Source: an optimization exercise on an open RTL-to-GDS flow (aim: small area, a short achievable clock period and few clock cycles). Production flows keep margins and buffers that such runs may drop. RTL that was checked went through simulation tests only; none was proved equivalent to the original. For runs 1 to 3, only the layout was checked, not whether the RTL still works. Power and IR drop assume default switching activity.

File: run.sh
#!/bin/bash
# synth_recipe.tcl (not shown) runs the flow's synth.tcl, then flattens the netlist and writes it again
# the make line also repeats each setting of config.mk as NAME=value (left out here)
make -C /OpenROAD-flow-scripts/flow DESIGN_CONFIG=/design/flow/config.mk WORK_HOME=/design/flow/orfs CLKGATE_MAP_FILE= SYNTH_SCRIPT=/design/flow/synth_recipe.tcl finish
File: config.mk
export PLATFORM = sky130hd
export DESIGN_NAME = concealment_top
export DESIGN_NICKNAME = concealment_top
export VERILOG_FILES = /design/flow/design.v
export SDC_FILE = /design/flow/constraint.sdc
export NUM_CORES = 4
export LEC_CHECK = 0
export CAP_MARGIN = 20
export CORE_MARGIN = 2
export CORE_UTILIZATION = 40
export SLEW_MARGIN = 20
File: constraint.sdc
create_clock -name core_clock -period 9.0 [get_ports {clock}]
set_input_delay 1.8000 -clock core_clock [delete_from_list [all_inputs] [get_ports {clock}]]
set_output_delay 1.8000 -clock core_clock [all_outputs]
set_load 0.01 [all_outputs]
File: design.v
package conceal_pkg;
    typedef enum logic [1:0] {
        SIZE_16 = 2'd0,
        SIZE_32 = 2'd1,
        SIZE_64 = 2'd2
    } packet_size_e;
    typedef enum logic [2:0] {
        SEQ_IDLE,
        SEQ_FETCH,
        SEQ_CHECK,
        SEQ_CONCEAL,
        SEQ_FINISH
    } seq_state_e;
    typedef enum logic [1:0] {
        PORT_IDLE,
        PORT_READ,
        PORT_AVERAGE,
        PORT_WRITE
    } port_state_e;
    typedef struct packed {
        logic                     cyc;
        logic                     stb;
        logic                     we;
        logic [16-1:0] adr;
        logic [8-1:0]      dat;
    } pix_wb_req_t;
    typedef struct packed {
        logic                ack;
        logic [8-1:0] dat;
    } pix_wb_rsp_t;
    typedef struct packed {
        logic               cyc;
        logic               stb;
        logic [8-1:0] adr;
    } flag_wb_req_t;
    typedef struct packed {
        logic               ack;
        logic [16-1:0] dat;
    } flag_wb_rsp_t;
    typedef struct packed {
        logic at_top;
        logic at_bottom;
        logic at_left;
        logic at_right;
    } edge_flags_t;
    typedef struct packed {
        logic [16-1:0] adr;
        edge_flags_t              edges;
    } conceal_job_t;
    typedef struct packed {
        logic [8-1:0] nw;
        logic [8-1:0] n;
        logic [8-1:0] ne;
        logic [8-1:0] w;
        logic [8-1:0] e;
        logic [8-1:0] sw;
        logic [8-1:0] s;
        logic [8-1:0] se;
    } neighbours_t;
endpackage
`timescale 1ns/1ps
module concealment_top (
    input  logic                     clock,
    input  logic                     reset,
    input  logic                     start,
    input  logic [1:0]               size,
    output logic                     done,
    output logic                     pix_cyc,
    output logic                     pix_stb,
    output logic                     pix_we,
    output logic [16-1:0] pix_adr,
    output logic [8-1:0]      pix_dat_w,
    input  logic                     pix_ack,
    input  logic [8-1:0]      pix_dat_r,
    output logic                     flag_cyc,
    output logic                     flag_stb,
    output logic [8-1:0]       flag_adr,
    input  logic                     flag_ack,
    input  logic [16-1:0]       flag_dat
);
    localparam logic [2:0] S_IDLE = 3'd0;
    localparam logic [2:0] S_FLAG = 3'd1;
    localparam logic [2:0] S_SCAN = 3'd2;
    localparam logic [2:0] S_BUS  = 3'd3;
    localparam logic [2:0] S_DONE = 3'd4;
    localparam logic [1:0] PH_A = 2'd0;
    localparam logic [1:0] PH_B = 2'd1;
    localparam logic [1:0] PH_M = 2'd2;
    localparam logic [1:0] R_T = 2'd0;
    localparam logic [1:0] R_B = 2'd1;
    localparam logic [1:0] R_M = 2'd2;
    logic [2:0]  st;
    logic [1:0]  size_q;
    logic [7:0]  line;
    logic [15:0] segf;       
    logic        cyc_q, we_q, fcyc_q, done_q;
    logic [15:0] adr_q;
    logic        it_v;
    logic [1:0]  it_ph, it_row;
    logic [7:0]  rc;
    logic [1:0]  tag_ph, tag_row;
    logic        tag_first, tag_last;
    logic        proc_v;
    logic [1:0]  ptag_ph, ptag_row;
    logic        ptag_first, ptag_last;
    logic [7:0]  din;
    logic [8:0]  cs0, cs1, cs2;
    logic        cs2_ok;
    logic [7:0]  ev;
    logic        e_ok;
    logic [7:0]  wv;         
    logic        wpend;      
    logic        ops_act;
    logic [6:0]  pend;
    logic [10:0] acc;
    logic [7:0]  pc;         
    logic        tp, bp;
    assign tp = (line != 8'd0);
    assign bp = (line != 8'd239);
    logic       eK, eL, eR;
    logic [6:0] en, avail, sel;
    logic [9:0] opnd;
    logic [9:0] fin_opnd;
    logic [10:0] acc_sum;
    logic       ops_left, fin_now, op_now;
    logic [2:0] npend;
    assign eK = !tp || !bp;
    assign eL = (pc == 8'd0);
    assign eR = (pc == 8'd255);
    assign en[0] = !eL;
    assign en[1] = 1'b1;
    assign en[2] = eK && (eL || eR);
    assign en[3] = !eL;
    assign en[4] = !eL && eK && eR;
    assign en[5] = !eR;
    assign en[6] = !eR && eK && eL;
    assign avail = pend & en & {e_ok, cs2_ok, 5'b11111};
    always_comb begin
        sel = 7'd0;
        for (int i = 6; i >= 0; i = i - 1) begin
            if (avail[i]) sel = 7'(1) << i;
        end
    end
    always_comb begin
        opnd = 10'd0;
        if (sel[0]) opnd = (eR && eK) ? {cs0, 1'b0} : {1'b0, cs0};
        if (sel[1]) opnd = (eK || eL || eR) ? {cs1, 1'b0} : {1'b0, cs1};
        if (sel[2]) opnd = {1'b0, cs1};
        if (sel[3]) opnd = (eK || eR) ? {1'b0, wv, 1'b0} : {2'b0, wv};
        if (sel[4]) opnd = {2'b0, wv};
        if (sel[5]) opnd = (eK && eL) ? {cs2, 1'b0} : {1'b0, cs2};
        if (sel[6]) opnd = {2'b0, ev};
    end
    assign fin_opnd = eR ? 10'd0 : ((eK || eL) ? {1'b0, ev, 1'b0} : {2'b0, ev});
    assign ops_left = ((pend & en) != 7'd0);
    assign fin_now  = ops_act && !ops_left && (e_ok || eR) && !wpend;
    assign op_now   = ops_act && (avail != 7'd0);
    assign acc_sum  = acc + 11'(fin_now ? fin_opnd : opnd);
    always_comb begin
        npend = 3'd0;
        for (int i = 0; i < 7; i = i + 1) begin
            npend = npend + 3'(pend[i] & en[i]);
        end
    end
    logic [3:0]  first_seg;
    logic        any_seg;
    logic [15:0] seg_exp;
    logic [15:0] seg_done;
    logic [1:0]  first_row;
    logic        need_mid;
    logic        nr_valid;
    logic [1:0]  nr;
    logic        it_first, it_last;
    logic        cont;
    logic [7:0]  rc_inc, c0, pc_m1;
    logic [7:0]  line_m1, line_p1, rd_line;
    logic        slot_free, w_inflight, wreq, rd_guard, rd_ok, run_done;
    logic        ld_now, start_ops;
    always_comb begin
        first_seg = 4'd0;
        for (int i = 15; i >= 0; i = i - 1) begin
            if (segf[i]) first_seg = 4'(i);
        end
    end
    assign any_seg = (segf != 16'd0);
    always_comb begin
        for (int i = 0; i < 16; i = i + 1) begin
            case (size_q)
                2'd1:    seg_exp[i] = flag_dat[15 - i / 2];
                2'd2:    seg_exp[i] = flag_dat[15 - i / 4];
                default: seg_exp[i] = flag_dat[15 - i];
            endcase
            seg_done[i] = (4'(i) <= rc[7:4]);
        end
    end
    assign first_row = tp ? R_T : R_B;
    assign need_mid  = (it_ph != PH_B);
    always_comb begin
        nr_valid = 1'b0;
        nr       = R_M;
        case (it_row)
            R_T: begin
                if (bp) begin
                    nr_valid = 1'b1;
                    nr       = R_B;
                end else begin
                    nr_valid = need_mid;
                end
            end
            R_B:     nr_valid = need_mid;
            default: nr_valid = 1'b0;
        endcase
    end
    assign it_first = (it_row == first_row);
    assign it_last  = (it_row == R_B) || (it_row == R_T && !bp);
    assign rc_inc  = rc + 8'd1;
    assign c0      = {first_seg, 4'd0};
    assign pc_m1   = pc - 8'd1;
    assign line_m1 = line - 8'd1;
    assign line_p1 = line + 8'd1;
    assign rd_line = (it_row == R_T) ? line_m1 : (it_row == R_B) ? line_p1 : line;
    assign cont    = (rc[3:0] != 4'd0) || segf[rc[7:4]];
    assign slot_free  = !cyc_q || pix_ack;
    assign w_inflight = cyc_q && we_q;
    assign wreq       = wpend && !w_inflight;
    assign rd_guard   = (it_ph == PH_M) && it_first && ops_act && (npend > 3'd3);
    assign rd_ok      = it_v && !rd_guard;
    assign run_done   = pix_ack && w_inflight && !it_v && !ops_act;
    assign ld_now    = proc_v && (ptag_row != R_M);
    assign start_ops = (ld_now && ptag_first && ptag_ph == PH_M)
                     || (fin_now && pc == 8'd254);
    always_ff @(posedge clock or negedge reset) begin
        if (!reset) begin
            st      <= S_IDLE;
            cyc_q   <= 1'b0;
            fcyc_q  <= 1'b0;
            done_q  <= 1'b0;
            wpend   <= 1'b0;
            ops_act <= 1'b0;
            proc_v  <= 1'b0;
            e_ok    <= 1'b0;
            cs2_ok  <= 1'b0;
            it_v    <= 1'b0;
        end else begin
            done_q <= 1'b0;
            proc_v <= 1'b0;
            if (fin_now) begin
                ops_act <= 1'b0;
                e_ok    <= 1'b0;
                wpend   <= 1'b1;
            end
            if (start_ops) begin
                ops_act <= 1'b1;
            end
            if (ld_now && ptag_ph == PH_M) begin
                cs2_ok <= ptag_last;
            end
            case (st)
                S_IDLE: begin
                    if (start) begin
                        fcyc_q <= 1'b1;
                        st     <= S_FLAG;
                    end
                end
                S_FLAG: begin
                    if (flag_ack) begin
                        fcyc_q <= 1'b0;
                        st     <= S_SCAN;
                    end
                end
                S_SCAN: begin
                    wpend   <= 1'b0;
                    ops_act <= 1'b0;
                    e_ok    <= 1'b0;
                    if (!any_seg) begin
                        if (!bp) begin
                            done_q <= 1'b1;
                            st     <= S_DONE;
                        end else begin
                            fcyc_q <= 1'b1;
                            st     <= S_FLAG;
                        end
                    end else begin
                        it_v <= 1'b1;
                        st   <= S_BUS;
                    end
                end
                S_BUS: begin
                    if (pix_ack && cyc_q) begin
                        if (we_q) begin
                            wpend <= 1'b0;
                        end else begin
                            proc_v <= (tag_row != R_M);
                            if (tag_row == R_M && tag_ph == PH_M) e_ok <= 1'b1;
                        end
                    end
                    if (slot_free) begin
                        if (wreq) begin
                            cyc_q <= 1'b1;
                        end else if (rd_ok) begin
                            cyc_q <= 1'b1;
                            if (!nr_valid && it_ph == PH_M && !(cont && rc != 8'd255)) begin
                                it_v <= 1'b0;
                            end
                        end else begin
                            cyc_q <= 1'b0;
                            if (run_done) st <= S_SCAN;
                        end
                    end
                end
                default: begin
                    st <= S_IDLE;
                end
            endcase
        end
    end
    always_ff @(posedge clock) begin
        case (st)
            S_IDLE: begin
                if (start) begin
                    size_q <= size;
                    line   <= 8'd0;
                end
            end
            S_FLAG: begin
                if (flag_ack) segf <= seg_exp;
            end
            S_SCAN: begin
                acc <= 11'd0;
                pc  <= c0;
                if (!any_seg) begin
                    if (bp) line <= line_p1;
                end else begin
                    it_row <= first_row;
                    if (first_seg != 4'd0) begin
                        it_ph <= PH_A;
                        rc    <= c0 - 8'd1;
                    end else begin
                        it_ph <= PH_B;
                        rc    <= c0;
                    end
                end
            end
            S_BUS: begin
                if (slot_free) begin
                    if (wreq) begin
                        we_q  <= 1'b1;
                        adr_q <= {line, pc_m1};
                    end else if (rd_ok) begin
                        we_q      <= 1'b0;
                        adr_q     <= {rd_line, rc};
                        tag_ph    <= it_ph;
                        tag_row   <= it_row;
                        tag_first <= it_first;
                        tag_last  <= it_last;
                        if (nr_valid) begin
                            it_row <= nr;
                        end else begin
                            it_row <= first_row;
                            if (it_ph == PH_A) begin
                                it_ph <= PH_B;
                                rc    <= rc_inc;
                            end else if (it_ph == PH_B) begin
                                it_ph <= PH_M;
                                rc    <= rc_inc;
                            end else if (cont && rc != 8'd255) begin
                                rc <= rc_inc;
                            end
                        end
                    end else if (run_done) begin
                        segf <= segf & ~seg_done;
                    end
                end
                if (pix_ack && cyc_q && !we_q) begin
                    ptag_ph    <= tag_ph;
                    ptag_row   <= tag_row;
                    ptag_first <= tag_first;
                    ptag_last  <= tag_last;
                    din        <= pix_dat_r;
                    if (tag_row == R_M) begin
                        if (tag_ph == PH_A) wv <= pix_dat_r;
                        else                ev <= pix_dat_r;
                    end
                end
            end
            default: ;
        endcase
        if (ld_now) begin
            cs2 <= (ptag_first ? 9'd0 : cs2) + 9'(din);
            if (ptag_first) begin
                cs0 <= cs1;
                cs1 <= cs2;
            end
        end
        if (fin_now) begin
            wv  <= acc_sum[10:3];
            acc <= 11'd0;
            pc  <= pc + 8'd1;
            if (pc == 8'd254) begin
                cs0 <= cs1;
                cs1 <= cs2;
            end
        end else if (op_now) begin
            acc <= acc_sum;
            pend <= pend & ~sel;
        end
        if (start_ops) begin
            pend <= 7'h7f;
        end
    end
    assign done      = done_q;
    assign pix_cyc   = cyc_q;
    assign pix_stb   = cyc_q;
    assign pix_we    = we_q;
    assign pix_adr   = adr_q;
    assign pix_dat_w = wv;
    assign flag_cyc  = fcyc_q;
    assign flag_stb  = fcyc_q;
    assign flag_adr  = line;
endmodule
==> results of run 1 <==
## metal layers
metal	part of all wire	GRT usage	up-vias
li1	-	-	3765
met1	0.46	0.287	3751
met2	0.46	0.336	272
met3	0.065	0.0408	30
met4	0.019	0.0596	0
met5	0	0	-
## cell usage in the layout, fill, tap and decap left out, drive strengths merged, types with 32 or more instances in the layout
cell type / n
nand2: 111
edfxtp: 108
clkdlybuf4s50: 68
nor2: 66
o21ai: 66
nand3: 56
a21oi: 56
inv: 50
dfxtp: 36
ha: 34
xnor2: 32
## sequential cells by signal, summed over array words and instances (netlist names), 3 cells and up
name   cells
line       8
wv         8
ev         8
cs0        9
pc         8
adr_q     16
rc         8
acc       11
din        8
cs1        9
cs2        9
pend       7
st         3
segf      16
## final cells by class
class | instances | area, um2 | area share
clock inverters | 10 | 168 | 0.0151
flip-flops and latches | 156 | 4260 | 0.384
well taps | 319 | 399 | 0.0359
multi-input cells | 731 | 4860 | 0.438
inverters | 49 | 184 | 0.0166
clock buffers | 22 | 454 | 0.0409
repair buffers | 81 | 778 | 0.0701
## worst max-delay path by stage
stage             from  cells after the start  slack [ps]  endpoint
2_1_floorplan  line[0]                     16        4070  adr_q[0]
3_3_place_gp     pc[0]                     14        3660  adr_q[3]
3_5_place_dp     pc[0]                     19        3630     wv[7]
4_1_cts          pc[0]                     19        3600     wv[7]
5_1_grt          pc[0]                     19        3160     wv[7]
6_report         pc[0]                     16        3520     wv[6]
## worst register-to-register path, delay by kind of cell, from the launching register on
family                     cells  cell delay, ps
buffers and inverters          1             170
AOI/OAI and AO/OA              7            1740
and+or+nand+nor                3            1600
muxes                          1             260
adders and majority gates      3             840
DFF                            1             520
xor gates and xnor gates       1             100
## kinds of logic after synthesis
group | after synthesis
XOR/XNOR | 47
AND/OR/NAND/NOR | 360
multiplexers | 54
adder cells (fa/ha/maj) | 38
flip-flops | 156
buffers and inverters | 102
AO/OA/AOI/OAI | 232
## per-stage QoR
stage          area, um2  instances
2_1_floorplan       9520        989
3_3_place_gp       10500       1336
4_1_cts            11100       1368
5_1_grt            11100       1368
6_report           11100       1368
3_5_place_dp       10500       1336
## power by group through the flow
stage / sequential [W] / combinational, W / clock, W
floorplan: 0.00120 / 0.000949 / 0
global placement: 0.00130 / 0.00126 / 0
detailed placement: 0.00130 / 0.00127 / 0
CTS: 0.00129 / 0.00128 / 0.000780
global route: 0.00132 / 0.00144 / 0.000810
finish: 0.00129 / 0.00128 / 0.000766
==> results.txt, run 1 <==
* Status: no timing/DRC/antenna violations
* Max-slew violations at 0
* Max VDD drop at 0.135 mV
* Leading area contributor after synthesis: edfxtp_1
* Sw frac at 0.373
* I/O Buffers at 68
* RSZ-0062 raised after global routing: false
* Final setup viols at 0
* Crit path max fanout at 10
* Register area share after synthesis at 0.448
* Seq cells post-synth at 156
* Adder-cell share of the synthesized area at 0.0531
* Min Hold Slack at 434 ps
* Worst path cell trace: inv_1, ha_1, or3b_2, o21ai_1, ha_1, nand4_1, nor4_2, a21oi_1, a22oi_1, ha_1, a21oi_1, o211ai_1, a31o_2, a21oi_1, xnor2_1, mux2_2
* Post-CTS sizing at 0
* Initial Utilization at 0.407
* Critical-path top delay cell: nor4_2
* DRT antenna net count at 0
* Synth warnings at 1
* Count leader, synth: nand2_1
* Final setup margin at 3520 ps
* Skew-Pair Late Insertion Delay at 430 ps
* Vias per inst at 5.71
* Crit path DAT at 5670 ps
* Post-Synth Simple-Gate Area at 0.188
* Post-synthesis compound-gate area fraction at 0.161
* Gp weighted congestion at a little over 0.9
* Total grt overflow at 0
* Internal power at 0.00210 W
* Crit path capture type: register
* Share of cells above drive strength 1 at 0.0791
* Synth unique cells at 73
* Hold Startpoint: tag_last
* Router iterations before antenna repair at 6
* Area growth syn-to-layout at 16.7%
* Overall power at 0.00334 W
* Nets@finish at 1105
* Hold path cells at 0
* Register-to-Register Setup Slack at between 3000 and 4000 ps
* Synthesized area at 0.00952 mm2
* Pwr dens at about 300 mW/mm2
* Number of synthesized flops with an enable pin at between 100 and 150
* Vias in the first global route at 7522
* Worst Hold End: ptag_last
* Synth Flop Type: edfxtp_1
* Seq pwr share at 0.387
* Pin count of the biggest net entering global routing at 38
* Filler cell count at 2251
* Starting DRT DRC Count at 634
* Final hold vios at 0
* Slew headroom at 0.242
* CTS tree: yes
* Leak Pwr at 4.18 nW
* Residual DRC count at 0
* Routed wire length at roughly 25000 um
* CP required at between 9000 and 10000 ps
* Routed vias at 7818
* Initial antenna violation count at 0
* Largest family of logic cells by synthesized area: simple AND/OR/NAND/NOR gates
* ANT cells at 0
* Mapped Nets at about 1.1k
* First-pass GRT wire length at 40600 um
* Worst r2r dst: wv[6]
* Synth async-reset ratio at 0.0769
* Net Sw Power at 0.00125 W
* Clock buffer count from CTS at 17
* HPWL after DPL at 18500 um
* Clock Skews at 18.1 ps
* # rows at 56
* Htree depth at 4
* Pre-CTS setup slack at 3630 ps
* Die Footprint at 0.0251 mm2
* Synth area leaders: edfxtp_1, dfxtp_1, ha_1
* Cts hold-fix bufs at 0
* Post-synth top area share at 0.341
* Clk pwr share at 0.229
* Die Ht at 158 um
* Post-synthesis mux area share at 0.0639
* Syn Area/Cell at between 9 and 10 um2
* Clk sink count at 156
* Commonest cells post-synth: nand2_1, edfxtp_1, nor2_1
* Tmin final at 5480 ps
* Post-route setup TNS at 0 ps
* FMAX at 182 MHz
* Tightest Hold Check Type: register to register
* Max-cap violation count at 0
* Die W at between 150 and 200 um
* Max Root-Sink Buffers at 2
* Largest stage delay, worst path at 960 ps
* Worst-path clk slew at approximately 60 ps
* Startpoint types: register
* Layout Utilization at 0.475
* Postcts setup bufs at 0
* Core Area at between 0.02 and 0.025 mm2
* GRT Util Overall at 0.209
* Mapped Cells at between 900 and 1k
* Setup CP Type: register to register
* Logic pwr share at 0.384
* CP delay by family, top: compound AO/OA/AOI/OAI gates
* Cells on worst reg2reg path at 16
* Root Driver: clkbuf_16
* # IOs at between 60 and 70
* Period Utilization, post-route at 0.609
* Avg WL per Cell at 18.5 um
* Post-Synth XOR/XNOR Area at 0.0432
* Slew of the pin with the lowest slew margin at 1130 ps
* WP buf/inv at 1
* Reg2Reg Launch Point: pc[0]
==> run 2: changes to the inputs <==
--- a/design.v
+++ b/design.v
@@ -99,9 +99,7 @@
     logic [1:0]  it_ph, it_row;
     logic [7:0]  rc;
-    logic [1:0]  tag_ph, tag_row;
-    logic        tag_first, tag_last;
+    logic        tag_tb, tag_ev, tag_wv, tag_pm, tag_first, tag_last;
     logic        proc_v;
-    logic [1:0]  ptag_ph, ptag_row;
-    logic        ptag_first, ptag_last;
+    logic        ptag_pm, ptag_first, ptag_last;
     logic [7:0]  din;
     logic [8:0]  cs0, cs1, cs2;
@@ -115,17 +113,13 @@
     logic [10:0] acc;
     logic [7:0]  pc;         
-    logic        tp, bp;
-    assign tp = (line != 8'd0);
-    assign bp = (line != 8'd239);
-    logic       eK, eL, eR;
-    logic [6:0] en, avail, sel;
+    logic        tp, bp;       
+    logic        eL, eR;       
+    logic       eK;
+    logic [7:0] en, avail, sel;
+    logic [4:0] early;
     logic [9:0] opnd;
-    logic [9:0] fin_opnd;
     logic [10:0] acc_sum;
-    logic       ops_left, fin_now, op_now;
-    logic [2:0] npend;
+    logic       fin_now, op_now;
     assign eK = !tp || !bp;
-    assign eL = (pc == 8'd0);
-    assign eR = (pc == 8'd255);
     assign en[0] = !eL;
     assign en[1] = 1'b1;
@@ -135,9 +129,11 @@
     assign en[5] = !eR;
     assign en[6] = !eR && eK && eL;
-    assign avail = pend & en & {e_ok, cs2_ok, 5'b11111};
+    assign en[7]     = 1'b1;
+    assign avail[6:0] = {7{ops_act}} & pend & en[6:0] & {e_ok, cs2_ok, 5'b11111};
+    assign avail[7]  = ops_act && ((pend & en[6:0]) == 7'd0) && (e_ok || eR) && !wpend;
     always_comb begin
-        sel = 7'd0;
-        for (int i = 6; i >= 0; i = i - 1) begin
-            if (avail[i]) sel = 7'(1) << i;
+        sel = 8'd0;
+        for (int i = 7; i >= 0; i = i - 1) begin
+            if (avail[i]) sel = 8'(1) << i;
         end
     end
@@ -151,16 +147,10 @@
         if (sel[5]) opnd = (eK && eL) ? {cs2, 1'b0} : {1'b0, cs2};
         if (sel[6]) opnd = {2'b0, ev};
+        if (sel[7]) opnd = eR ? 10'd0 : ((eK || eL) ? {1'b0, ev, 1'b0} : {2'b0, ev});
     end
-    assign fin_opnd = eR ? 10'd0 : ((eK || eL) ? {1'b0, ev, 1'b0} : {2'b0, ev});
-    assign ops_left = ((pend & en) != 7'd0);
-    assign fin_now  = ops_act && !ops_left && (e_ok || eR) && !wpend;
-    assign op_now   = ops_act && (avail != 7'd0);
-    assign acc_sum  = acc + 11'(fin_now ? fin_opnd : opnd);
-    always_comb begin
-        npend = 3'd0;
-        for (int i = 0; i < 7; i = i + 1) begin
-            npend = npend + 3'(pend[i] & en[i]);
-        end
-    end
+    assign fin_now  = avail[7];
+    assign op_now   = (avail[6:0] != 7'd0);
+    assign acc_sum  = acc + 11'(opnd);
+    assign early    = pend[4:0] & en[4:0];
     logic [3:0]  first_seg;
     logic        any_seg;
@@ -224,9 +214,10 @@
     assign w_inflight = cyc_q && we_q;
     assign wreq       = wpend && !w_inflight;
-    assign rd_guard   = (it_ph == PH_M) && it_first && ops_act && (npend > 3'd3);
+    assign rd_guard   = (it_ph == PH_M) && it_first && ops_act
+                      && ((early & (early - 5'd1)) != 5'd0);
     assign rd_ok      = it_v && !rd_guard;
     assign run_done   = pix_ack && w_inflight && !it_v && !ops_act;
-    assign ld_now    = proc_v && (ptag_row != R_M);
-    assign start_ops = (ld_now && ptag_first && ptag_ph == PH_M)
+    assign ld_now    = proc_v;
+    assign start_ops = (ld_now && ptag_first && ptag_pm)
                      || (fin_now && pc == 8'd254);
     always_ff @(posedge clock or negedge reset) begin
@@ -253,5 +244,5 @@
                 ops_act <= 1'b1;
             end
-            if (ld_now && ptag_ph == PH_M) begin
+            if (ld_now && ptag_pm) begin
                 cs2_ok <= ptag_last;
             end
@@ -287,11 +278,8 @@
                 end
                 S_BUS: begin
-                    if (pix_ack && cyc_q) begin
-                        if (we_q) begin
-                            wpend <= 1'b0;
-                        end else begin
-                            proc_v <= (tag_row != R_M);
-                            if (tag_row == R_M && tag_ph == PH_M) e_ok <= 1'b1;
-                        end
+                    if (pix_ack) begin
+                        if (we_q) wpend <= 1'b0;
+                        if (tag_tb) proc_v <= 1'b1;
+                        if (tag_ev) e_ok <= 1'b1;
                     end
                     if (slot_free) begin
@@ -321,4 +309,6 @@
                     size_q <= size;
                     line   <= 8'd0;
+                    tp     <= 1'b0;
+                    bp     <= 1'b1;
                 end
             end
@@ -329,6 +319,12 @@
                 acc <= 11'd0;
                 pc  <= c0;
+                eL  <= (first_seg == 4'd0);
+                eR  <= 1'b0;
                 if (!any_seg) begin
-                    if (bp) line <= line_p1;
+                    if (bp) begin
+                        line <= line_p1;
+                        tp   <= 1'b1;
+                        bp   <= (line_p1 != 8'd239);
+                    end
                 end else begin
                     it_row <= first_row;
@@ -343,47 +339,44 @@
             end
             S_BUS: begin
-                if (slot_free) begin
-                    if (wreq) begin
-                        we_q  <= 1'b1;
-                        adr_q <= {line, pc_m1};
-                    end else if (rd_ok) begin
-                        we_q      <= 1'b0;
-                        adr_q     <= {rd_line, rc};
-                        tag_ph    <= it_ph;
-                        tag_row   <= it_row;
-                        tag_first <= it_first;
-                        tag_last  <= it_last;
-                        if (nr_valid) begin
-                            it_row <= nr;
-                        end else begin
-                            it_row <= first_row;
-                            if (it_ph == PH_A) begin
-                                it_ph <= PH_B;
-                                rc    <= rc_inc;
-                            end else if (it_ph == PH_B) begin
-                                it_ph <= PH_M;
-                                rc    <= rc_inc;
-                            end else if (cont && rc != 8'd255) begin
-                                rc <= rc_inc;
-                            end
+                if (slot_free && !wreq && rd_ok) begin
+                    if (nr_valid) begin
+                        it_row <= nr;
+                    end else begin
+                        it_row <= first_row;
+                        if (it_ph == PH_A) begin
+                            it_ph <= PH_B;
+                            rc    <= rc_inc;
+                        end else if (it_ph == PH_B) begin
+                            it_ph <= PH_M;
+                            rc    <= rc_inc;
+                        end else if (cont && rc != 8'd255) begin
+                            rc <= rc_inc;
                         end
-                    end else if (run_done) begin
-                        segf <= segf & ~seg_done;
                     end
                 end
-                if (pix_ack && cyc_q && !we_q) begin
-                    ptag_ph    <= tag_ph;
-                    ptag_row   <= tag_row;
+                if (slot_free && !wreq && !rd_ok && run_done) begin
+                    segf <= segf & ~seg_done;
+                end
+                if (pix_ack) begin
+                    ptag_pm    <= tag_pm;
                     ptag_first <= tag_first;
                     ptag_last  <= tag_last;
                     din        <= pix_dat_r;
-                    if (tag_row == R_M) begin
-                        if (tag_ph == PH_A) wv <= pix_dat_r;
-                        else                ev <= pix_dat_r;
-                    end
+                    if (tag_wv) wv <= pix_dat_r;
+                    if (tag_ev) ev <= pix_dat_r;
                 end
             end
             default: ;
         endcase
+        if (slot_free) begin
+            we_q      <= wreq;
+            adr_q     <= wreq ? {line, pc_m1} : {rd_line, rc};
+            tag_tb    <= (st == S_BUS) && !wreq && rd_ok && (it_row != R_M);
+            tag_ev    <= (st == S_BUS) && !wreq && rd_ok && (it_row == R_M) && (it_ph == PH_M);
+            tag_wv    <= (st == S_BUS) && !wreq && rd_ok && (it_row == R_M) && (it_ph == PH_A);
+            tag_pm    <= (it_ph == PH_M);
+            tag_first <= it_first;
+            tag_last  <= it_last;
+        end
         if (ld_now) begin
             cs2 <= (ptag_first ? 9'd0 : cs2) + 9'(din);
@@ -397,4 +390,6 @@
             acc <= 11'd0;
             pc  <= pc + 8'd1;
+            eL  <= 1'b0;
+            eR  <= (pc == 8'd254);
             if (pc == 8'd254) begin
                 cs0 <= cs1;
@@ -403,5 +398,5 @@
         end else if (op_now) begin
             acc <= acc_sum;
-            pend <= pend & ~sel;
+            pend <= pend & ~sel[6:0];
         end
         if (start_ops) begin
==> run 2 against run 1 <==
Against the previous run: cell count is 6.8% lower; via count fell by 7.2%; largest power group unchanged; largest cell class unchanged; die area decreased by 3.3%; hold slack worse by 13 ps; maximum frequency grew 18%; utilization is 0.30 points lower; first-iteration DRC count decreased by 7.4%; clock-buffer cell count decreased by 4; register-to-register slack improved by 830 ps; worst setup slack better by 830 ps; power increased by 6.9%; final area fell by 3.9%.
==> results.txt, run 2 <==
* Postcts setup bufs at 0 (unchanged)
* Final hold vios at 0 (unchanged)
* Register-to-Register Setup Slack at 4350 ps (+830 ps)
* Most frequent cells in the layout: edfxtp_1, nand2_1, nor2_1
* ANT cells at 0 (unchanged)
* Crit path max fanout at 25 (+15)
* RSZ-0062 raised after global routing: false
* Slew headroom at 0.381 (+0.138)
* Crit path DAT at 4790 ps (-880 ps)
* Avg WL per Cell at 18.4 um (-0.49%)
* Worst path cell trace: a21bo_1, nor3_1, or4_1, nor3_1, o21ai_0, nand3_1, ha_1, inv_1, fa_1, nor2b_1, o31a_1, o22ai_1, o21ai_0, xnor2_1, o21ai_0
* # rows at 55 (-1.8%)
* Root Driver: clkbuf_16
* Count leader, synth: edfxtp_1
* Final setup margin at 4350 ps (+832 ps)
* Crit. Startpoint: bp
* CTS tree: yes
* Status: no timing/DRC/antenna violations
* Vias per inst at 5.69 (-0.42%)
* Design area at 0.0107 mm2 (-3.9%)
* FMAX at 215 MHz (+18%)
* Worst r2r dst: wv[7]
* Vias in the first global route at 7030 (-6.5%)
* Synth Flop Type: edfxtp_1
* GRT Util Overall at 0.198 (-0.0107)
* Mapped Cells at 935 (-5.5%)
* Post-CTS sizing at 0 (unchanged)
* Hold Startpoint: tag_first
* Leading area contributor after synthesis: edfxtp_1
* Synth area leaders: edfxtp_1, dfxtp_1, ha_1
* Synthesized area at 0.00920 mm2 (-3.4%)
* Post-synth top area share at 0.352 (+0.0118)
* Starting DRT DRC Count at 587 (-7.4%)
* Sw frac at 0.388 (+0.0147)
* Clock buffer count from CTS at 17 (unchanged)
* Mapped Nets at 998 (-5.7%)
* Core Area at 0.0226 mm2 (-3.3%)
* Share of cells above drive strength 1 at 0.0758 (-0.00337)
* Area growth syn-to-layout at 16.0%
* Routed wire length at 23400 um (-7.3%)
* Final setup viols at 0 (unchanged)
* First-pass GRT wire length at 37600 um (-7.5%)
* Setup CP Type: register to register
* Pre-CTS setup slack at 4400 ps (+769 ps)
* Synth warnings at 1 (unchanged)
* Pin count of the biggest net entering global routing at 30 (-21%)
* Overall power at 0.00357 W (+6.9%)
* Max-slew violations at 0 (unchanged)
* CP delay by family, top: simple AND/OR/NAND/NOR gates
* Worst Hold End: ptag_first
* DRT antenna net count at 0 (unchanged)
* Cts hold-fix bufs at 0 (unchanged)
* Period Utilization, post-route at 0.517 (-0.0924)
* Routed vias at 7256 (-7.2%)
* Logic pwr share at 0.381 (-0.003)
* I/O Buffers at 68 (unchanged)
* Clk pwr share at 0.213 (-0.016)
* Pwr dens at 335 mW/mm2 (+11%)
* Internal power at 0.00219 W (+4.4%)
* Tmin final at 4650 ps (-832 ps)
* Commonest cells post-synth: edfxtp_1, nand2_1, nor2_1
* CP required at 9140 ps (-40 ps)
* Router iterations before antenna repair at 5 (-1)
* Nets@finish at 1040 (-5.9%)
* Initial Utilization at 0.407 (about the same)
* Htree depth at 4 (unchanged)
* # IOs at 69 (unchanged)
* Max VDD drop at 0.115 mV (-15%)
* Number of synthesized flops with an enable pin at 108 (unchanged)
* HPWL after DPL at 17200 um (-7.2%)
* Min Hold Slack at 421 ps (-12.6 ps)
* Register area share after synthesis at 0.465 (+0.0177)
* Most used cell, CP: o21ai_0
* Die Footprint at 0.0242 mm2 (-3.3%)
* Syn Area/Cell at 9.84 um2 (+2.2%)
* Clock Skews at 10.8 ps (-7.26 ps)
* Cell Area, Placed at 0.0101 mm2 (-4.1%)
* Total grt overflow at 0 (unchanged)
* Max-cap violation count at 0 (unchanged)
* Post-route setup TNS at 0 ps (unchanged)
* Worst-path clk slew at 70 ps (about the same)
* Seq pwr share at 0.406 (+0.019)
* Clk sink count at 157 (+0.64%)
* Cells on worst reg2reg path at 15 (-1)
* Gp weighted congestion at 0.894 (-1.5%)
* Die W at 156 um (-1.6%)
* Largest stage delay, worst path at 920 ps (-40 ps)
* Residual DRC count at 0 (unchanged)
* Max Root-Sink Buffers at 2 (unchanged)
* Tightest Hold Check Type: register to register
* Reg2Reg Launch Point: bp
* Startpoint types: register
* Leak Pwr at 4.12 nW (-1.4%)
* Seq cells post-synth at 157 (+0.64%)
* Slew of the pin with the lowest slew margin at 925 ps (-202 ps)
* Critical-path top delay cell: or4_1
* Synth unique cells at 78 (+6.8%)
* WP buf/inv at 1 (unchanged)
* Net Sw Power at 0.00139 W (+11%)
* Initial antenna violation count at 0 (unchanged)
* Die Ht at 156 um (-1.6%)
* Hold path cells at 0 (unchanged)
* Skew-Pair Late Insertion Delay at 440 ps (about the same)
* Synth async-reset ratio at 0.0764 (-0.000490)
* Commonest non-fill, non-tap cell in the layout: edfxtp_1
* Crit path capture type: register
* Top Registers: adr_q x16, segf x16, acc x11
-- run 2: per-stage QoR --
step                 util  instances
floorplan               -        935
global route        0.472       1275
global placement    0.444       1243
detailed placement  0.444       1243
finish              0.472       1275
CTS                 0.471       1275
-- run 2: cell families after synthesis --
logic type / Yosys count / synth area share
simple gates: 329 / 0.175
fa+ha+maj: 32 / 0.0451
mux: 51 / 0.0680
flops: 157 / 0.465
xor+xnor: 45 / 0.0428
compound gates: 237 / 0.165
buf+inv: 84 / 0.0387
-- run 2: worst max path at each step --
stage / to / slack [ps] / cells past startpoint
5_1_grt: wv[7] / 3980 / 15
6_report: wv[7] / 4350 / 15
2_1_floorplan: wv[7] / 5320 / 15
3_5_place_dp: wv[7] / 4400 / 15
3_3_place_gp: wv[7] / 4540 / 15
4_1_cts: wv[7] / 4330 / 15
-- run 2: power groups by stage --
stage	clock, W	combinational, W	sequential (W)
after CTS	0.000776	0.00136	0.00145
after detailed placement	0	0.00136	0.00146
after global routing	0.000803	0.00152	0.00149
after floorplan	0	0.00106	0.00131
final	0.000762	0.00136	0.00145
after global placement	0	0.00134	0.00146
-- run 2: layer usage --
| layer | up-vias | routed length (um) | track usage |
|---|---|---|---|
| met5 | - | 0 | 0 |
| met4 | 0 | 503 | 0.0682 |
| met3 | 30 | 1150 | 0.0325 |
| met2 | 203 | 11300 | 0.336 |
| met1 | 3479 | 10500 | 0.257 |
| li1 | 3544 | - | - |
-- run 2: area by class of cell --
class                           count  area, um2
Clock buffer                       18        429
Multi-Input combinational cell    694       4580
Fill cell                        2158      12000
Timing Repair Buffer               74        726
Inverter                           33        124
Clock inverter                     14        183
Tap cell                          285        357
Sequential cell                   157       4280
==> run 3: changes to the inputs <==
--- a/config.mk
+++ b/config.mk
@@ -6,6 +6,8 @@
 export NUM_CORES = 4
 export LEC_CHECK = 0
+export ABC_CLOCK_PERIOD_IN_PS = 3000
 export CAP_MARGIN = 20
 export CORE_MARGIN = 2
 export CORE_UTILIZATION = 40
+export SETUP_SLACK_MARGIN = 5
 export SLEW_MARGIN = 20
==> run 3 against run 2 <==
Against the previous run: still clean; routed wire length rose by 3.1%; maximum frequency increased by 22%; utilization grew 0.95 points; power is 1.5% higher; critical path depth decreased by 2; clock power increased by 0.5%.
==> results.txt, run 3 <==
* Adder-cell share of the synthesized area at 0.0451 (unchanged)
* Syn Area/Cell at 9.84 um2 (unchanged)
* Crit path capture type: register
* Share of cells above drive strength 1 at 0.101 (+0.0255)
* Post-Synth XOR/XNOR Area at 0.0428 (unchanged)
* Initial antenna violation count at 0 (unchanged)
* Most frequent cells in the layout: edfxtp_1, nand2_1, nor2_1
* Final hold vios at 0 (unchanged)
* Gp weighted congestion at 0.894 (unchanged)
* ANT cells at 0 (unchanged)
* Filler cell count at 2141 (-0.79%)
* Slew of the pin with the lowest slew margin at 931 ps (+5.72 ps)
* Top Registers: adr_q x16, segf x16, acc x11
* Placed Instances at 1243 (unchanged)
* Vias per inst at 5.70 (+0.23%)
* Register area share after synthesis at 0.465 (unchanged)
* Routed vias at 7370 (+1.6%)
* Slew headroom at 0.377 (-0.00383)
* Mapped Nets at 998 (unchanged)
* CTS tree: yes
* Worst-path clk slew at 70 ps (about the same)
* Clk sink count at 157 (unchanged)
* Commonest non-fill, non-tap cell in the layout: edfxtp_1
* Synth unique cells at 78 (unchanged)
* Cells on worst reg2reg path at 13 (-2)
* Design area at 0.0109 mm2 (+2.0%)
* Pwr dens at 333 mW/mm2 (-0.46%)
* Final non-filler cell total at 1292 (+1.3%)
* Period Utilization, post-route at 0.423 (-0.0939)
* Initial Utilization at 0.407 (unchanged)
* Sequential Area at 0.00429 mm2 (about the same)
* Final setup viols at 0 (unchanged)
* Startpoint types: register
* Leading area contributor after synthesis: edfxtp_1
* Avg WL per Cell at 18.7 um (+1.7%)
* Commonest cells post-synth: edfxtp_1, nand2_1, nor2_1
* Vias in the first global route at 7137 (+1.5%)
* Seq cells post-synth at 157 (unchanged)
* Cts hold-fix bufs at 0 (unchanged)
* Die Ht at 156 um (unchanged)
* Crit path DAT at 4150 ps (-640 ps)
* Root Driver: clkbuf_16
* Max Root-Sink Buffers at 2 (unchanged)
* Die Footprint at 0.0242 mm2 (unchanged)
* Count leader, synth: edfxtp_1
* Synth area leaders: edfxtp_1, dfxtp_1, ha_1
* # rows at 55 (unchanged)
* Synth async-reset ratio at 0.0764 (unchanged)
* CP required at 9350 ps (+210 ps)
* Die W at 156 um (unchanged)
* Pin count of the biggest net entering global routing at 30 (unchanged)
* Max-slew violations at 0 (unchanged)
* FMAX at 263 MHz (+22%)
* Clock Skews at 11.2 ps (+0.386 ps)
* Starting DRT DRC Count at 690 (+18%)
* Tmin final at 3810 ps (-845 ps)
* RSZ-0062 raised after global routing: true
* I/O Buffers at 68 (unchanged)
* Post-Synth Simple-Gate Area at 0.175 (unchanged)
* First-pass GRT wire length at 38200 um (+1.8%)
* Area growth syn-to-layout at 18.4%
* Area of the multi-input gates at 0.00466 mm2 (+1.7%)
* Post-route setup TNS at 0 ps (unchanged)
* # IOs at 69 (unchanged)
* Largest family of logic cells by synthesized area: simple AND/OR/NAND/NOR gates
* Core Area at 0.0226 mm2 (unchanged)
* Post-synthesis mux area share at 0.0680 (unchanged)
* Layout Utilization at 0.481 (+0.00945)
* Cell Area, Placed at 0.0101 mm2 (unchanged)
* Routed wire length at 24200 um (+3.1%)
* Skew-Pair Late Insertion Delay at 440 ps (about the same)
* Hold path cells at 0 (unchanged)
* Synthesized area at 0.00920 mm2 (unchanged)
* Tightest Hold Check Type: register to register
* HPWL after DPL at 17200 um (unchanged)
* GRT Util Overall at 0.202 (+0.00388)
* Total grt overflow at 0 (unchanged)
* Post-synthesis compound-gate area fraction at 0.165 (unchanged)
* Post-synth top area share at 0.352 (unchanged)
* Max-cap violation count at 0 (unchanged)
* Setup CP Type: register to register
* Nets@finish at 1057 (+1.6%)
* Htree depth at 4 (unchanged)
* Status: no timing/DRC/antenna violations
* Residual DRC count at 0 (unchanged)
* Clock buffer count from CTS at 17 (unchanged)
* Synth warnings at 1 (unchanged)
* Synth Flop Type: edfxtp_1
* Mapped Cells at 935 (unchanged)
* Router iterations before antenna repair at 7 (+2)
* Crit path max fanout at 7 (-72%)
* Max VDD drop at 0.116 mV (+0.84%)
* Overall power at 0.00363 W (+1.5%)
* Number of synthesized flops with an enable pin at 108 (unchanged)
* DRT antenna net count at 0 (unchanged)
* Leak Pwr at 4.21 nW (+2.1%)
run 3: cell counts after synthesis:
Identical to the previous run, type by type.
run 3: layer usage:
metal | GRT usage | vias up | share of wire
met5 | 0 | - | 0
met4 | 0.0730 | 0 | 0.024
met3 | 0.0328 | 38 | 0.045
met2 | 0.345 | 197 | 0.49
met1 | 0.260 | 3563 | 0.44
li1 | - | 3572 | -
run 3: cells by family after synthesis:
kind of cell | Yosys count
XOR/XNOR | 45
AO/OA/AOI/OAI | 237
flip-flops | 157
buffers and inverters | 84
AND/OR/NAND/NOR | 329
adder cells (fa/ha/maj) | 32
multiplexers | 51
run 3: layout make-up:
| type | count | area share |
|---|---|---|
| inverter | 33 | 0.0114 |
| tap | 285 | 0.0327 |
| clock buffer | 18 | 0.0394 |
| sequential | 157 | 0.393 |
| clock inverter | 14 | 0.0168 |
| timing repair buffer | 90 | 0.0788 |
| multi-input combinational | 695 | 0.427 |
run 3: what timing repair did:
| item | 4_1_cts | 5_1_grt |
|---|---|---|
| setup buffers | 7 | 9 |
| pin swaps | 1 | 3 |
| cloned | 1 | 0 |
| resized for setup | 8 | 9 |
| setup endpoints to repair | 16 | 10 |
run 3: worst paths after layout:
kind / start / to / slack (ps)
worst max-delay path: bp / acc[10] / 5190
worst min-delay path: tag_first / ptag_first / 420
worst max register to register: bp / acc[10] / 5190
worst min register to register: tag_first / ptag_first / 420
max in group asynchronous: reset / ops_act / 6850
min in group asynchronous: reset / done_q / 1730
run 3: critical path: stages (launching register included):
cell	delay, ps
edfxtp_1	480
buf_4	200
a21boi_1	690
mux2i_1	260
o22ai_1	120
a21o_1	190
a21oi_1	140
a21oi_1	110
ha_1	240
or4_1	420
o22ai_1	250
o21ai_2	130
mux2_2	270
a211oi_1	210
run 3: power by group:
| part | switching, W | internal (W) |
|---|---|---|
| Combinational | 0.000771 | 0.000637 |
| Clock | 0.000323 | 0.000444 |
| Sequential | 0.000326 | 0.00113 |
| Total | 0.00142 | 0.00221 |
run 3: per-stage QoR:
| step | hold slack [ps] | worst slack, ps |
|---|---|---|
| detailed placement | 408 | 4400 |
| CTS | 425 | 5010 |
| finish | 421 | 5190 |
| floorplan | 400 | 5320 |
| global route | 431 | 4950 |
| global placement | 402 | 4540 |
==> run 4: changes to the inputs <==
--- a/design.v
+++ b/design.v
@@ -110,47 +110,53 @@
     logic        wpend;      
     logic        ops_act;
-    logic [6:0]  pend;
+    logic [8:0]  pend;       
+    logic        fin_e1, fin_e2;
     logic [10:0] acc;
     logic [7:0]  pc;         
     logic        tp, bp;       
     logic        eL, eR;       
-    logic       eK;
-    logic [7:0] en, avail, sel;
-    logic [4:0] early;
-    logic [9:0] opnd;
+    logic        eK, nL, nR;
+    logic [8:0]  mask;
+    logic        mask_e1, mask_e2;
+    logic [8:0]  avail, sel;
+    logic [5:0]  early;
+    logic [9:0]  opnd;
     logic [10:0] acc_sum;
-    logic       fin_now, op_now;
+    logic        fin_now, op_now;
+    logic [1:0]  wa, wb, wd, we_, wf;
     assign eK = !tp || !bp;
-    assign en[0] = !eL;
-    assign en[1] = 1'b1;
-    assign en[2] = eK && (eL || eR);
-    assign en[3] = !eL;
-    assign en[4] = !eL && eK && eR;
-    assign en[5] = !eR;
-    assign en[6] = !eR && eK && eL;
-    assign en[7]     = 1'b1;
-    assign avail[6:0] = {7{ops_act}} & pend & en[6:0] & {e_ok, cs2_ok, 5'b11111};
-    assign avail[7]  = ops_act && ((pend & en[6:0]) == 7'd0) && (e_ok || eR) && !wpend;
+    assign nL = fin_now ? 1'b0 : eL;
+    assign nR = fin_now ? (pc == 8'd254) : eR;
+    assign wa  = nL ? 2'd0 : ((eK && nR) ? 2'd2 : 2'd1);
+    assign wb  = 2'd1 + 2'(eK || nL || nR) + 2'(eK && (nL || nR));
+    assign wd  = nR ? 2'd0 : ((eK && nL) ? 2'd2 : 2'd1);
+    assign we_ = nL ? 2'd0 : (2'd1 + 2'(eK || nR) + 2'(eK && nR));
+    assign wf  = nR ? 2'd0 : (2'd1 + 2'(eK || nL) + 2'(eK && nL));
+    assign mask = {wf == 2'd3, wd[1], wd[0], we_[1], we_[0], wb[1], wb[0], wa[1], wa[0]};
+    assign mask_e1 = (wf == 2'd1);
+    assign mask_e2 = (wf[1]);
+    assign avail = pend & {e_ok, cs2_ok, cs2_ok, 6'b111111};
+    assign fin_now = ops_act && (pend == 9'd0) && (e_ok || !(fin_e1 || fin_e2)) && !wpend;
+    assign op_now  = (avail != 9'd0);
     always_comb begin
-        sel = 8'd0;
-        for (int i = 7; i >= 0; i = i - 1) begin
-            if (avail[i]) sel = 8'(1) << i;
+        sel = 9'd0;
+        for (int i = 8; i >= 0; i = i - 1) begin
+            if (avail[i]) sel = 9'(1) << i;
         end
     end
     always_comb begin
-        opnd = 10'd0;
-        if (sel[0]) opnd = (eR && eK) ? {cs0, 1'b0} : {1'b0, cs0};
-        if (sel[1]) opnd = (eK || eL || eR) ? {cs1, 1'b0} : {1'b0, cs1};
-        if (sel[2]) opnd = {1'b0, cs1};
-        if (sel[3]) opnd = (eK || eR) ? {1'b0, wv, 1'b0} : {2'b0, wv};
-        if (sel[4]) opnd = {2'b0, wv};
-        if (sel[5]) opnd = (eK && eL) ? {cs2, 1'b0} : {1'b0, cs2};
-        if (sel[6]) opnd = {2'b0, ev};
-        if (sel[7]) opnd = eR ? 10'd0 : ((eK || eL) ? {1'b0, ev, 1'b0} : {2'b0, ev});
+        opnd = ({10{sel[0]}} & {1'b0, cs0})
+             | ({10{sel[1]}} & {cs0, 1'b0})
+             | ({10{sel[2]}} & {1'b0, cs1})
+             | ({10{sel[3]}} & {cs1, 1'b0})
+             | ({10{sel[4]}} & {2'b0, wv})
+             | ({10{sel[5]}} & {1'b0, wv, 1'b0})
+             | ({10{sel[6]}} & {1'b0, cs2})
+             | ({10{sel[7]}} & {cs2, 1'b0})
+             | ({10{sel[8] || (fin_now && fin_e1)}} & {2'b0, ev})
+             | ({10{fin_now && fin_e2}} & {1'b0, ev, 1'b0});
     end
-    assign fin_now  = avail[7];
-    assign op_now   = (avail[6:0] != 7'd0);
-    assign acc_sum  = acc + 11'(opnd);
-    assign early    = pend[4:0] & en[4:0];
+    assign acc_sum = acc + 11'(opnd);
+    assign early   = pend[5:0];
     logic [3:0]  first_seg;
     logic        any_seg;
@@ -213,7 +219,7 @@
     assign slot_free  = !cyc_q || pix_ack;
     assign w_inflight = cyc_q && we_q;
-    assign wreq       = wpend && !w_inflight;
+    assign wreq       = (wpend && !w_inflight) || fin_now;
     assign rd_guard   = (it_ph == PH_M) && it_first && ops_act
-                      && ((early & (early - 5'd1)) != 5'd0);
+                      && ((early & (early - 6'd1)) != 6'd0);
     assign rd_ok      = it_v && !rd_guard;
     assign run_done   = pix_ack && w_inflight && !it_v && !ops_act;
@@ -359,8 +365,4 @@
                 end
                 if (pix_ack) begin
-                    ptag_pm    <= tag_pm;
-                    ptag_first <= tag_first;
-                    ptag_last  <= tag_last;
-                    din        <= pix_dat_r;
                     if (tag_wv) wv <= pix_dat_r;
                     if (tag_ev) ev <= pix_dat_r;
@@ -371,5 +373,5 @@
         if (slot_free) begin
             we_q      <= wreq;
-            adr_q     <= wreq ? {line, pc_m1} : {rd_line, rc};
+            adr_q     <= wreq ? {line, fin_now ? pc : pc_m1} : {rd_line, rc};
             tag_tb    <= (st == S_BUS) && !wreq && rd_ok && (it_row != R_M);
             tag_ev    <= (st == S_BUS) && !wreq && rd_ok && (it_row == R_M) && (it_ph == PH_M);
@@ -379,4 +381,8 @@
             tag_last  <= it_last;
         end
+        din        <= pix_dat_r;
+        ptag_pm    <= tag_pm;
+        ptag_first <= tag_first;
+        ptag_last  <= tag_last;
         if (ld_now) begin
             cs2 <= (ptag_first ? 9'd0 : cs2) + 9'(din);
@@ -397,9 +403,14 @@
             end
         end else if (op_now) begin
-            acc <= acc_sum;
-            pend <= pend & ~sel[6:0];
+            acc  <= acc_sum;
+            pend <= pend & ~sel;
         end
         if (start_ops) begin
-            pend <= 7'h7f;
+            pend   <= mask;
+            fin_e1 <= mask_e1;
+            fin_e2 <= mask_e2;
+        end
+        if (st == S_SCAN) begin
+            pend <= 9'd0;
         end
     end
--- a/config.mk
+++ b/config.mk
@@ -6,5 +6,4 @@
 export NUM_CORES = 4
 export LEC_CHECK = 0
-export ABC_CLOCK_PERIOD_IN_PS = 3000
 export CAP_MARGIN = 20
 export CORE_MARGIN = 2
==> run 4 against run 3 <==
Against the previous run: still clean; die area shrank 3.6%; critical path depth unchanged; synthesized area down 3.7%; final area shrank 5.1%; sequential cell count is 4 higher; hold slack worse by 80 ps; worst setup slack better by 5.2 ps; via count down 5.8%; cell count fell by 5.0%; clock power decreased by 6.7%; global-route usage shrank 1.6 points; sequential power shrank 6%.
==> results.txt, run 4 <==
* Status: no timing/DRC/antenna violations
* Logic pwr share at 0.343 (-0.045)
* Final hold vios at 0 (unchanged)
* Overall power at 0.00318 W (-13%)
* Post-route setup TNS at 0 ps (unchanged)
* Commonest cells post-synth: edfxtp_1, nand2_1, nor2_1
* Clk pwr share at 0.225 (+0.014)
* Clk sink count at 161 (+2.5%)
* Period Utilization, post-route at 0.422 (-0.000580)
* RSZ-0062 raised after global routing: true
* Net Sw Power at 0.00120 W (-15%)
* Clock buffer count from CTS at 17 (unchanged)
* Syn Area/Cell at 9.97 um2 (+1.3%)
* Total grt overflow at 0 (unchanged)
* Crit path max fanout at 24 (+17)
* Pwr dens at 307 mW/mm2 (-7.8%)
* Starting DRT DRC Count at 526 (-24%)
* Synth area leaders: edfxtp_1, dfxtp_1, ha_1
* Routed vias at 6940 (-5.8%)
* Vias in the first global route at 6491 (-9.1%)
* Max-cap violation count at 0 (unchanged)
* Die Footprint at 0.0234 mm2 (-3.6%)
* Setup CP Type: register to register
* Crit path capture type: register
* Max VDD drop at 0.165 mV (+42%)
* Share of cells above drive strength 1 at 0.0886 (-0.0127)
* Synth Flop Type: edfxtp_1
* Nets@finish at 1003 (-5.1%)
* Crit path DAT at 3980 ps (-170 ps)
* Internal power at 0.00197 W (-11%)
* Leading area contributor after synthesis: edfxtp_1
* # rows at 54 (-1.8%)
* Tightest Hold Check Type: register to register
* Seq pwr share at 0.432 (+0.031)
* Sw frac at 0.379 (-0.0123)
* Area of the multi-input gates at 0.00428 mm2 (-8.0%)
* ANT cells at 0 (unchanged)
* Startpoint types: register
* Residual DRC count at 0 (unchanged)
* Sequential Area at 0.00428 mm2 (about the same)
* Max Root-Sink Buffers at 2 (unchanged)
* Top Registers: adr_q x16, segf x16, acc x11
* Placed Instances at 1195 (-3.9%)
* Synth warnings at 1 (unchanged)
* Skew-Pair Late Insertion Delay at 430 ps (about the same)
* FMAX at 263 MHz (+0.14%)
* Max-slew violations at 0 (unchanged)
* Gp weighted congestion at 0.829 (-7.2%)
* Pre-CTS setup slack at 4780 ps (+383 ps)
* Worst-path clk slew at 70 ps (about the same)
* Final non-filler cell total at 1228 (-5.0%)
* GR Layer Usage met1 at 0.255 (-0.00421)
* I/O Buffers at 68 (unchanged)
* DRT antenna net count at 0 (unchanged)
* Slew of the pin with the lowest slew margin at 1030 ps (+97.5 ps)
* Most frequent cells in the layout: edfxtp_1, nand2_1, nor2_1
* Seq cells post-synth at 161 (+2.5%)
* Clock Skews at 8.63 ps (-2.59 ps)
* Mapped Cells at 889 (-4.9%)
* Number of synthesized flops with an enable pin at 99 (-8.3%)
* CP required at 9180 ps (-170 ps)
* CTS tree: yes
* Router iterations before antenna repair at 6 (-1)
* Vias per inst at 5.65 (-0.93%)
* Busiest grt layer: met2
* Root Driver: clkbuf_16
* Met3 Usage GRT at 0.0408 (+0.00805)
* Register area share after synthesis at 0.482 (+0.0165)
* Cts hold-fix bufs at 0 (unchanged)
* Die W at 153 um (-1.8%)
* Die Ht at 153 um (-1.8%)
* # IOs at 69 (unchanged)
* Final setup margin at 5200 ps (+5.22 ps)
* Filler cell count at 2081 (-2.8%)
* Synthesized area at 0.00887 mm2 (-3.7%)
* Count leader, synth: edfxtp_1
* GRT Util Overall at 0.186 (-0.0158)
* Leak Pwr at 3.93 nW (-6.8%)
* Post-synth top area share at 0.335 (-0.0171)
* Mapped Nets at 957 (-4.1%)
* Pin count of the biggest net entering global routing at 25 (-17%)
* Final setup viols at 0 (unchanged)
* Avg WL per Cell at 17.8 um (-5.0%)
* Routed wire length at 21800 um (-9.7%)
* Core Area at 0.0218 mm2 (-3.6%)
* First-pass GRT wire length at 34800 um (-9.1%)
* M2 GR Usage at 0.289 (-0.0552)
* Synth unique cells at 78 (unchanged)
* Tmin final at 3800 ps (-5.22 ps)
* Synth async-reset ratio at 0.0745 (-0.00190)
* Htree depth at 4 (unchanged)
* Commonest non-fill, non-tap cell in the layout: edfxtp_1
* HPWL after DPL at 15600 um (-9.0%)
* Initial antenna violation count at 0 (unchanged)
* Slew headroom at 0.310 (-0.0663)
* Area growth syn-to-layout at 16.6%
* Min Hold Slack at 341 ps (-79.8 ps)
* Initial Utilization at 0.406 (about the same)
==> run 4: cell types whose count changed after synthesis, sizes merged, moves of 6 or more <==
cell | before | now
a21o | 13 | 6
dfxtp | 37 | 50
a221o | 1 | 13
o21ai | 67 | 56
a21oi | 64 | 55
a211oi | 9 | 1
nor3 | 24 | 16
a22oi | 2 | 17
o211ai | 10 | 4
mux2i | 25 | 4
a222oi | 7 | 0
edfxtp | 108 | 99
==> run 4: layer usage <==
metal,wire length (um),share of wire
met2,9790,0.45
met5,0,0
met4,580,0.027
met1,10300,0.47
met3,1130,0.052
==> run 4: what timing repair did <==
item / 4_1_cts / 5_1_grt
endpoints found under the setup margin: 2 / 5
setup buffers: 0 / 1
pin swaps: 0 / 1
gates resized for setup: 2 / 8
==> run 4: cell families after synthesis <==
family / Yosys count / share of synthesized area
AOI/OAI and AO/OA: 213 / 0.160
xor gates and xnor gates: 43 / 0.0425
adders and majority gates: 38 / 0.0552
buffers and inverters: 83 / 0.0382
DFF: 161 / 0.482
muxes: 29 / 0.0401
and+or+nand+nor: 322 / 0.182
==> run 4: power by group through the flow <==
stage               registers, W  clock network, W  logic, W
finish                   0.00137          0.000715   0.00109
global route             0.00141          0.000755   0.00122
CTS                      0.00137          0.000729   0.00110
detailed placement       0.00138                 0   0.00109
global placement         0.00138                 0   0.00108
floorplan                0.00125                 0  0.000826
==> run 4: path summary, 6_finish.rpt <==
kind	start	end	slack [ps]	cells after the start
worst max-delay path	pend[0]	wv[6]	5200	13
max in group asynchronous	reset	ops_act	6800	1
worst max register to register	pend[0]	wv[6]	5200	13
min in group asynchronous	reset	st[2]	1770	1
worst min-delay path	tag_first	ptag_first	340	0
worst min register to register	tag_first	ptag_first	340	0
==> run 4: worst max-delay path, stage by stage, from the launching register on <==
cell      delay [ps]
dfxtp_4          480
nor3_2           100
and2_1           270
a221o_1          360
a221o_1          260
a211o_1          260
ha_1             300
a211oi_1         240
o21bai_1         120
or3_1            310
a31oi_1          240
o21ai_0          160
xor2_1           170
mux2_2           270
==> run 4: per-stage QoR <==
stage          cell area (um2)  utilization
5_1_grt                  10300        0.474
3_3_place_gp              9730        0.446
3_5_place_dp              9730        0.446
4_1_cts                  10300        0.472
6_report                 10300        0.474
2_1_floorplan             8870            -
==> run 4: final cells by class <==
| type | count | area share |
|---|---|---|
| multi-input combinational | 645 | 0.414 |
| tap | 280 | 0.0339 |
| sequential | 161 | 0.414 |
| timing repair buffer | 72 | 0.0687 |
| clock inverter | 15 | 0.0142 |
| inverter | 38 | 0.0138 |
| clock buffer | 17 | 0.0411 |
Testbench counts of run 4, summed over its fixed seeds: cycles 704,777.
==> run 5: changes to the inputs <==
--- a/config.mk
+++ b/config.mk
@@ -6,4 +6,5 @@
 export NUM_CORES = 4
 export LEC_CHECK = 0
+export ABC_CLOCK_PERIOD_IN_PS = 3000
 export CAP_MARGIN = 20
 export CORE_MARGIN = 2
==> run 5 against run 4 <==
Against the previous run: still clean on timing, DRC and antenna; register-to-register slack about the same; clock power about the same; combinational power about the same; non-clock buffer count unchanged; worst setup slack unchanged; hold slack unchanged; critical path type unchanged; highest routed layer unchanged.
==> results.txt, run 5 <==
* Status: no timing/DRC/antenna violations
* Pre-CTS setup slack at 4780 ps (unchanged)
* Nets@finish at 1003 (unchanged)
* Max Root-Sink Buffers at 2 (unchanged)
* Core Area at 0.0218 mm2 (unchanged)
* Gp weighted congestion at 0.829 (unchanged)
* Synth unique cells at 78 (unchanged)
* Starting DRT DRC Count at 526 (unchanged)
* Tmin final at 3800 ps (unchanged)
* Commonest cells post-synth: edfxtp_1, nand2_1, nor2_1
* GRT Util Overall at 0.186 (unchanged)
* Max VDD drop at 0.165 mV (unchanged)
* Routed wire length at 21800 um (unchanged)
* Avg WL per Cell at 17.8 um (unchanged)
* Initial antenna violation count at 0 (unchanged)
* Most frequent cells in the layout: edfxtp_1, nand2_1, nor2_1
* Max-slew violations at 0 (unchanged)
* Mapped Nets at 957 (unchanged)
* DRT antenna net count at 0 (unchanged)
* Cts hold-fix bufs at 0 (unchanged)
* Cell Area, Placed at 0.00973 mm2 (unchanged)
* Period Utilization, post-route at 0.422 (unchanged)
* Clk sink count at 161 (unchanged)
* Tightest Hold Check Type: register to register
* # IOs at 69 (unchanged)
* Syn Area/Cell at 9.97 um2 (unchanged)
* Design area at 0.0103 mm2 (unchanged)
* Register-to-Register Setup Slack at 5200 ps (about the same)
* Most used cell, CP: a221o_1
* Final setup viols at 0 (unchanged)
* Commonest non-fill, non-tap cell in the layout: edfxtp_1
* Crit path DAT at 3980 ps (about the same)
* Skew-Pair Late Insertion Delay at 430 ps (about the same)
* CP required at 9180 ps (about the same)
* Worst path cell trace: nor3_2, and2_1, a221o_1, a221o_1, a211o_1, ha_1, a211oi_1, o21bai_1, or3_1, a31oi_1, o21ai_0, xor2_1, mux2_2
* Filler cell count at 2081 (unchanged)
* Residual DRC count at 0 (unchanged)
* First-pass GRT wire length at 34800 um (unchanged)
* Area growth syn-to-layout at 16.6% (unchanged)
* Router iterations before antenna repair at 6 (unchanged)
* Final hold vios at 0 (unchanged)
* Leak Pwr at 3.93 nW (unchanged)
* Synthesized area at 0.00887 mm2 (unchanged)
* Top Registers: adr_q x16, segf x16, acc x11
* Root Driver: clkbuf_16
* FMAX at 263 MHz (unchanged)
* Routed vias at 6940 (unchanged)
* Clock Skews at 8.63 ps (unchanged)
* Post-route setup TNS at 0 ps (unchanged)
* Clock buffer count from CTS at 17 (unchanged)
* Vias in the first global route at 6491 (unchanged)
* Post-synth top area share at 0.335 (unchanged)
* Initial Utilization at 0.406 (unchanged)
* Slew headroom at 0.310 (unchanged)
* Die W at 153 um (unchanged)
* Die Footprint at 0.0234 mm2 (unchanged)
* Number of synthesized flops with an enable pin at 99 (unchanged)
* Synth warnings at 1 (unchanged)
* Htree depth at 4 (unchanged)
* Seq cells post-synth at 161 (unchanged)
* Worst-path clk slew at 70 ps (about the same)
* Synth area leaders: edfxtp_1, dfxtp_1, ha_1
* Mapped Cells at 889 (unchanged)
* Min Hold Slack at 341 ps (unchanged)
* Setup CP Type: register to register
* Synth Flop Type: edfxtp_1
* HPWL after DPL at 15600 um (unchanged)
* Largest stage delay, worst path at 480 ps (about the same)
* Crit path max fanout at 24 (unchanged)
* Synth async-reset ratio at 0.0745 (unchanged)
* Leading area contributor after synthesis: edfxtp_1
* Pin count of the biggest net entering global routing at 25 (unchanged)
* Pwr dens at 307 mW/mm2 (unchanged)
* RSZ-0062 raised after global routing: true
* Slew of the pin with the lowest slew margin at 1030 ps (unchanged)
* Vias per inst at 5.65 (unchanged)
* Crit path capture type: register
* Total grt overflow at 0 (unchanged)
* CTS tree: yes
* Share of cells above drive strength 1 at 0.0886 (unchanged)
* Critical-path top delay cell: dfxtp_4
* CP delay by family, top: compound AO/OA/AOI/OAI gates
* Max-cap violation count at 0 (unchanged)
* WP buf/inv at 0 (unchanged)
* ANT cells at 0 (unchanged)
* Die Ht at 153 um (unchanged)
* I/O Buffers at 68 (unchanged)
* Overall power at 0.00318 W (unchanged)
* Startpoint types: register
* # rows at 54 (unchanged)
* Count leader, synth: edfxtp_1
* Final setup margin at 5200 ps (unchanged)
* Register area share after synthesis at 0.482 (unchanged)
[run 5: cell counts in the layout (fill, tap and decap cells not counted)]
Identical to the previous run, type by type.
[run 5: kinds of logic (layout without fill, tap and decap cells)]
logic type | count (synthesis) | count (layout) | synth area share
buf+inv | 83 | 142 | 0.0382
mux | 29 | 29 | 0.0401
xor+xnor | 43 | 43 | 0.0425
compound gates | 213 | 213 | 0.160
fa+ha+maj | 38 | 38 | 0.0552
flops | 161 | 161 | 0.482
simple gates | 322 | 322 | 0.182
[run 5: metrics by stage]
| stage | utilization | instances |
|---|---|---|
| 6_report | 0.474 | 1228 |
| 2_1_floorplan | - | 889 |
| 3_3_place_gp | 0.446 | 1195 |
| 5_1_grt | 0.474 | 1228 |
| 3_5_place_dp | 0.446 | 1195 |
| 4_1_cts | 0.472 | 1227 |
[run 5: metal layers]
layer	GRT usage	vias to the layer above	part of all wire
li1	-	3364	-
met1	0.255	3316	0.47
met2	0.289	216	0.45
met3	0.0408	44	0.052
met4	0.0705	0	0.027
met5	0	-	0
[run 5: area by class of cell]
class                           count  area (um2)  share of cell area
Clock buffer                       17         425              0.0411
Clock inverter                     15         146              0.0142
Sequential cell                   161        4280               0.414
Tap cell                          280         350              0.0339
Multi-Input combinational cell    645        4280               0.414
Inverter                           38         143              0.0138
Timing Repair Buffer               72         711              0.0687
[run 5: worst paths after layout]
kind | start | to | cells after the start
setup reg to reg | pend[0] | wv[6] | 13
hold / removal | tag_first | ptag_first | 0
hold reg to reg | tag_first | ptag_first | 0
min in group asynchronous | reset | st[2] | 1
max in group asynchronous | reset | ops_act | 1
setup / recovery | pend[0] | wv[6] | 13
[run 5: power breakdown]
group / internal, W / leakage [nW] / switching, W / total (W)
sequential: 0.00108 / 1.49 / 0.000287 / 0.00137
clock: 0.000390 / 0.282 / 0.000325 / 0.000715
combinational: 0.000499 / 2.16 / 0.000591 / 0.00109
[run 5: timing repair]
| action | in CTS | in global routing |
|---|---|---|
| resized for setup | 2 | 8 |
| endpoints found under the setup margin | 2 | 5 |
| gates cloned | 0 | 0 |
| buffers inserted | 0 | 1 |
| pin swaps | 0 | 1 |

## port drivers added, routing unchanged
The results above use ideal ports. As a check the final layouts listed here were re-extracted and re-timed, cells and wires unchanged. Step 1: set_driving_cell puts a clkbuf_16 on clock and a buf_2 on each other input, an assumption about the parent block. Step 2 adds t to the input delays and takes it off the output delays; t is the mean of the earliest and latest rising clock arrival at the registers after step 1. Input paths then give back, and output paths get back, about the clock's delay inside the block. Three values: ideal ports, drivers, drivers and shift; two values: the first two.
| run | t, ns | setup WS [ns] | worst setup path at the end | worst slew at a driven data input, ns | pins driven straight from the clock port |
|---|---|---|---|---|---|
| run 1 | 0.471 | 3.519 / 3.519 / 3.519 | register to register | 0.04 | 1 |
| run 2 | 0.477 | 4.350 / 4.350 / 4.350 | register to register | 0.04 | 1 |
| run 3 | 0.477 | 5.195 / 5.195 / 4.961 | input to register | 0.04 | 1 |
| run 4 | 0.477 | 5.200 / 5.200 / 4.841 | input to register | 0.04 | 1 |
| run 5 | 0.477 | 5.200 / 5.200 / 4.841 | input to register | 0.04 | 1 |
After both steps every run listed still meets setup and hold.
